What follows belongs to an exercise in optimizing a design on an open flow for small area, a short achievable clock period and few clock cycles per item; a production flow would make more cautious choices. RTL that was checked went through simulation tests only; none was proved equivalent to the original. Power figures rest on the tool's default switching activity, not on a simulated workload.

==> inputs of run a <==
==> flow/design.v (excerpt) <==
module multitouch_slot_event_decoder_unit (
    input  logic               i_clk,
    input  logic               i_rst_n,
    input  logic               i_event_valid,
    output logic               o_event_ready,
    input  logic [4:0]         i_event_type,
    input  logic [9:0]         i_event_code,
    input  logic signed [31:0] i_event_value,
    input  logic [31:0]        i_time_seconds,
    input  logic [19:0]        i_time_microseconds,
    output logic               o_result_valid,
    input  logic               i_result_ready,
    output logic               o_result_processed,
    output logic               o_result_slot_index,
    output logic               o_result_slot_valid,
    output logic [15:0]        o_result_slot_x,
    output logic [15:0]        o_result_slot_y,
    output logic [7:0]         o_result_slot_pressure,
    output logic [1:0]         o_result_slot_kind,
    output logic [1:0]         o_result_touch_count,
    output logic [41:0]        o_result_report_time_ms,
    input  logic               i_cfg_valid,
    output logic               o_cfg_ready,
    input  logic [3:0]         i_cfg_index,
    input  logic [11:0]        i_cfg_data
);
Settings: LEC_CHECK=0, CAP_MARGIN=20, CORE_MARGIN=2, CORE_UTILIZATION=40, SETUP_SLACK_MARGIN=5, SLEW_MARGIN=20; clock period 9.0 ns.
run.sh (not shown) runs the stock make flow with config.mk's settings and CLKGATE_MAP_FILE= SYNTH_SCRIPT=/design/flow/synth_recipe.tcl, a recipe that flattens the netlist after the stock synthesis.
==> run b: changes against run a <==
Settings changed: ABC_AREA from default to 1.
==> qor.yml <==
run_status:
  run_status: "timing/DRC/antenna clean"
global_route:
  grtUsageTotal: 0.223
floorplan:
  die_x_um: 243
  taps: 756
setup_path:
  regToRegEndpoint: "m_pl[41]"
  endpoint: "m_pl[41]"
  crit_fanout: 3
  crit_buf_inv: 5
final_layout:
  nClkBuffers: 46
power:
  sw_frac_of_total: 0.309
sta:
  whs_ns: 0.417
  worstMarginPinSlew_ns: 0.906
That was run a.
==> qor.yml <==
setup_path:
  regToRegEndpoint: "m_pl[37]"
  crit_buf_inv: 3
  endpoint: "o_event_ready"
  critPathRequiredTime_ns: 7.20
global_route:
  grtUsageTotal: 0.234
floorplan:
  die_x_um: 251
  taps: 782
run_status:
  run_status: "timing/DRC/antenna clean"
final_layout:
  nClkBuffers: 43
power:
  sw_frac_of_total: 0.349
sta:
  worstMarginPinSlew_ns: 1.00
That was run b.
No functional check of the RTL was part of any run of this note.

========
==> branch willow <==
Another version of the RTL of multitouch_slot_event_decoder_unit (not shown whole).
clock: 9.0 ns
lec_check: 0
abc_area: 1
cap_margin: 20
core_margin: 2
core_utilization: 40
setup_slack_margin: 5
slew_margin: 20
standard.sh (not shown) runs the stock make flow with config.mk's settings and CLKGATE_MAP_FILE= SYNTH_SCRIPT=/design/flow/synth_recipe.tcl, a recipe that flattens the netlist after the stock synthesis.
==> flow/flow/run.sh <==
#!/bin/bash
# the standard layout, with the port buffers made from the smallest plain buffer
# (the resizer still upsizes the ones on critical paths)
cp standard.sh standard_sh.log
export BUFFER_PORTS_ARGS="-buffer_cell sky130_fd_sc_hd__buf_1"
bash standard.sh > standard.log 2>&1
==> branch juniper: changes against branch willow <==
--- a/flow/design.v
+++ b/flow/design.v
@@ -931,64 +931,65 @@
     assign d_y    = is_abs && (i_event_code == mtsed_pkg::CODE_Y ||
                                i_event_code == mtsed_pkg::CODE_MT_Y);
     assign d_prs  = is_abs && (i_event_code == mtsed_pkg::CODE_PRESSURE ||
                                i_event_code == mtsed_pkg::CODE_MT_PRESSURE);
     assign d_syn  = (i_event_type == mtsed_pkg::TYPE_SYN) &&
                     (i_event_code == mtsed_pkg::CODE_SYN_REPORT);
-    function automatic logic [20:0] booth(input logic [11:0] n);
-        logic [13:0] e;
-        logic [6:0]  one, two, ng;
-        e = {2'b00, n};
+    logic [2:0]  op_code;
+    always_comb begin
+        op_code = 3'd0;
+        if (d_slot) op_code = 3'd1;
+        if (d_trk)  op_code = 3'd2;
+        if (d_prs)  op_code = 3'd3;
+        if (d_x)    op_code = 3'd4;
+        if (d_y)    op_code = 3'd5;
+        if (d_syn)  op_code = 3'd6;
+    end
+    logic [11:0] n_sel;
+    logic [13:0] n_ext;
+    logic [6:0]  n_one, n_two, n_ng;
+    assign n_sel = d_y ? r_h : r_w;
+    assign n_ext = {2'b00, n_sel};
+    always_comb begin
         for (int j = 0; j < 7; j++) begin
             logic b2, b1, b0;
-            b2 = e[2*j+1];
-            b1 = e[2*j];
-            b0 = (j > 0) ? e[2*j-1] : 1'b0;
-            one[j] = b1 ^ b0;
-            two[j] = (b2 & ~b1 & ~b0) | (~b2 & b1 & b0);
-            ng[j]  = b2 & ~(b1 & b0);
-        end
-        booth = {ng, two, one};
-    endfunction
-    function automatic logic [12:0] tz(input logic [11:0] n);
-        logic [12:0] z;
-        z[0] = 1'b1;
-        for (int k = 1; k <= 12; k++) begin
-            z[k] = z[k-1] && !n[k-1];
+            b2 = n_ext[2*j+1];
+            b1 = n_ext[2*j];
+            b0 = (j > 0) ? n_ext[2*j-1] : 1'b0;
+            n_one[j] = b1 ^ b0;
+            n_two[j] = (b2 & ~b1 & ~b0) | (~b2 & b1 & b0);
+            n_ng[j]  = b2 & ~(b1 & b0);
         end
-        tz = z;
-    endfunction
-    logic [20:0] dig_w, dig_h, dig;
-    assign dig_w = booth(r_w);
-    assign dig_h = booth(r_h);
-    assign dig   = d_y ? dig_h : dig_w;
-    logic [12:0] v_tz, w_tz, h_tz;
-    logic        lz_w, lz_h;
+    end
+    logic [12:0] v_tz;     
+    logic [12:0] n_tz;     
+    logic        low_zero;
     logic        round;
-    assign v_tz = tz(i_event_value[11:0]);
-    assign w_tz = tz(r_w);
-    assign h_tz = tz(r_h);
     always_comb begin
-        lz_w = 1'b0;
-        lz_h = 1'b0;
+        v_tz[0] = 1'b1;
+        n_tz[0] = 1'b1;
+        for (int k = 1; k <= 12; k++) begin
+            v_tz[k] = v_tz[k-1] && !i_event_value[k-1];
+            n_tz[k] = n_tz[k-1] && !n_sel[k-1];
+        end
+        low_zero = 1'b0;
         for (int k = 0; k <= 12; k++) begin
-            lz_w = lz_w || (v_tz[k] && w_tz[12-k]);
-            lz_h = lz_h || (v_tz[k] && h_tz[12-k]);
+            low_zero = low_zero || (v_tz[k] && n_tz[12-k]);
         end
     end
-    assign round = i_event_value[31] && !(d_y ? lz_h : lz_w);
+    assign round = i_event_value[31] && !low_zero;
     logic [9:0]  us_h;
     logic [11:0] us_z;
     assign us_h = i_time_microseconds[19:10];
     assign us_z = {1'b0, us_h, 1'b0} + {2'b00, us_h} + {5'd0, i_time_microseconds[9:3]};
     logic [53:0] pl;
     assign pl[53:50] = us_z[11:8];
     assign pl[49:0]  = d_syn ? {us_z[7:0], us_h, i_time_seconds}
-                             : {dig, round, i_event_value[27:0]};
+                             : {n_ng, n_two, n_one, round, i_event_value[27:0]};
     logic        a_valid;
-    logic        a_slot, a_trk, a_x, a_y, a_prs, a_syn;
+    logic [2:0]  a_op;          
     logic        a_f;           
     logic [53:0] a_pl;
     logic        res_valid;
     logic        m_valid;
     logic        s_free;        
     logic        m_en;          
@@ -1013,18 +1014,13 @@
         if (!i_rst_n) begin
             a_valid <= 1'b0;
         end else if (a_en) begin
             a_valid <= i_event_valid;
         end
         if (a_en) begin
-            a_slot   <= d_slot;
-            a_trk    <= d_trk;
-            a_x      <= d_x;
-            a_y      <= d_y;
-            a_prs    <= d_prs;
-            a_syn    <= d_syn;
+            a_op     <= op_code;
             a_f      <= d_slot ? (i_event_value[0] && (i_event_value[31:1] == 31'd0)) :
                         d_trk  ? (&i_event_value) :
                                  (!i_event_value[31] && (|i_event_value[30:8]));
             a_pl     <= pl;
         end
     end
@@ -1045,33 +1041,35 @@
     );
     mtsed_quot u_quot (
         .i_h (a_pl[41:32]),
         .i_z (a_pl[53:42]),
         .o_q (quot)
     );
-    assign m_in = (a_x || a_y) ? {sc_c, sc_b, sc_a} : {quot, a_pl[31:0]};
+    assign m_in = (a_op[2:1] == 2'b10) ? {sc_c, sc_b, sc_a} : {quot, a_pl[31:0]};
+    logic [2:0]  m_op;
     logic        m_slot, m_trk, m_x, m_y, m_prs, m_syn;
     logic        m_f;
     logic [42:0] m_pl;
     always_ff @(posedge i_clk) begin
         if (!i_rst_n) begin
             m_valid <= 1'b0;
         end else if (m_en) begin
             m_valid <= a_valid;
         end
         if (m_en) begin
-            m_slot   <= a_slot;
-            m_trk    <= a_trk;
-            m_x      <= a_x;
-            m_y      <= a_y;
-            m_prs    <= a_prs;
-            m_syn    <= a_syn;
+            m_op     <= a_op;
             m_f      <= a_f;
             m_pl     <= m_in;
         end
     end
+    assign m_slot = (m_op == 3'd1);
+    assign m_trk  = (m_op == 3'd2);
+    assign m_prs  = (m_op == 3'd3);
+    assign m_x    = (m_op == 3'd4);
+    assign m_y    = (m_op == 3'd5);
+    assign m_syn  = (m_op == 3'd6);
     logic [20:0] prod;      
     logic [15:0] pos;
     logic [41:0] ms;
     assign prod = m_pl[20:0] + m_pl[41:21] + 21'(m_pl[42]);
     assign pos  = prod[20:5];
     mtsed_ms u_ms (
@@ -1089,58 +1087,53 @@
     logic [41:0] r_ms;
     logic        r_proc;
     logic        cur_valid;
     logic        move;
     assign cur_valid = r_pv[r_cur];
     assign move      = (m_x || m_y) && cur_valid;
-    logic        r_srst;
-    always_ff @(posedge i_clk) begin
-        r_srst <= !i_rst_n;
-    end
     always_ff @(posedge i_clk) begin
         if (!i_rst_n) begin
             res_valid <= 1'b0;
-        end else if (s_free) begin
-            res_valid <= m_valid;
-        end
-    end
-    always_ff @(posedge i_clk) begin
-        if (r_srst) begin
             r_cur     <= 1'b0;
             r_pv      <= 2'b00;
             r_count   <= '0;
             r_ms      <= '0;
             for (int i = 0; i < 2; i++) begin
                 r_x[i]    <= '0;
                 r_y[i]    <= '0;
                 r_p[i]    <= '0;
                 r_kind[i] <= mtsed_pkg::KIND_NONE;
             end
-        end else if (adv) begin
-            if (m_slot) begin
-                r_cur <= m_f;
-            end
-            if (m_trk) begin
-                r_pv[r_cur]   <= !m_f;
-                r_kind[r_cur] <= m_f ? mtsed_pkg::KIND_RELEASE : mtsed_pkg::KIND_PRESS;
-            end
-            if (m_x) begin
-                r_x[r_cur] <= pos;
-            end
-            if (m_y) begin
-                r_y[r_cur] <= pos;
-            end
-            if (move) begin
-                r_kind[r_cur] <= mtsed_pkg::KIND_MOVE;
-            end
-            if (m_prs) begin
-                r_p[r_cur] <= m_f ? 8'hFF : m_pl[7:0];
+        end else begin
+            if (s_free) begin
+                res_valid <= m_valid;
             end
-            if (m_syn) begin
-                r_count <= 2'(r_pv[0]) + 2'(r_pv[1]);
-                r_ms    <= ms;
+            if (adv) begin
+                if (m_slot) begin
+                    r_cur <= m_f;
+                end
+                if (m_trk) begin
+                    r_pv[r_cur]   <= !m_f;
+                    r_kind[r_cur] <= m_f ? mtsed_pkg::KIND_RELEASE : mtsed_pkg::KIND_PRESS;
+                end
+                if (m_x) begin
+                    r_x[r_cur] <= pos;
+                end
+                if (m_y) begin
+                    r_y[r_cur] <= pos;
+                end
+                if (move) begin
+                    r_kind[r_cur] <= mtsed_pkg::KIND_MOVE;
+                end
+                if (m_prs) begin
+                    r_p[r_cur] <= m_f ? 8'hFF : m_pl[7:0];
+                end
+                if (m_syn) begin
+                    r_count <= 2'(r_pv[0]) + 2'(r_pv[1]);
+                    r_ms    <= ms;
+                end
             end
         end
         if (adv) begin
             r_proc <= m_trk || move || m_syn;
         end
     end
ABC_AREA = unset   (was 1)
CORE_UTILIZATION = 60   (was 40)
CTS_BUF_LIST = sky130_fd_sc_hd__clkbuf_8   (was unset)
TNS_END_PERCENT = 10   (was unset)
==> impl_metrics.py <==
metrics = {
    "timing": {
        "fin_skew_ps": 39.76,
    },
    "yosys": {
        "synth_compound_area_frac": 0.1178,
    },
    "cells_and_area": {
        "final_core_util": 0.4498,
        "buffers": 237,
    },
    "power": {
        "peakVddDrop_mv": 0.1115,
    },
    "status": {
        "status": "complete, no violations",
    },
}
the above is filed under branch willow

==> impl_metrics.py <==
metrics = {
    "status": {
        "status": "complete, no violations",
    },
    "yosys": {
        "netlist_top_cells_area": "edfxtp_1 26%, fa_1 13%, ha_1 9.0%",
        "synth_compound_area_frac": 0.1351,
    },
    "power": {
        "peakVddDrop_mv": 0.1332,
    },
    "critical_path": {
        "r2r_slack_ps": 5070,
    },
    "cells_and_area": {
        "final_core_util": 0.6709,
        "buffers": 239,
    },
    "timing": {
        "fin_skew_ps": 28.51,
    },
}
the above is filed under branch juniper

Testbench counts of branch juniper, summed over its fixed seeds: cycles 12,044, items 12,012.
For branch willow, only the layout was checked, not whether the RTL still works.

-- static timing again, ports no longer ideal --
In the flow no input, the clock included, has a driving cell. The finished layouts below were timed again as built, in two steps. Step 1: set_driving_cell puts a clkbuf_16 on i_clk and a buf_2 on each other input, an assumption about the parent block. Step 2 moves the port delays by t, midway between the first and last clock arrival at a register: inputs arrive t later, outputs are due t later. That takes back most of the time a late clock gives input paths. a / b / c = ideal ports / drivers / drivers and shift; a / b = the first two.
run | t (ns) | setup slack, ns | worst setup path at the end | latest minus earliest clock arrival (ns)
run a | 0.595 | 4.867 / 4.867 / 4.498 | input to register | 0.020 / 0.020
run b | 0.609 | 5.067 / 5.047 / 4.653 | input to register | 0.028 / 0.028
branch willow | 0.599 | 5.025 / 5.025 / 4.677 | input to register | 0.040 / 0.040
branch juniper | 0.669 | 4.960 / 4.908 / 4.353 | input to register | 0.028 / 0.029
After both steps setup and hold are still met in every run listed. For branch juniper, which loses most, drivers alone change the setup slack by -0.052 ns; drivers and shift together by -0.607 ns.
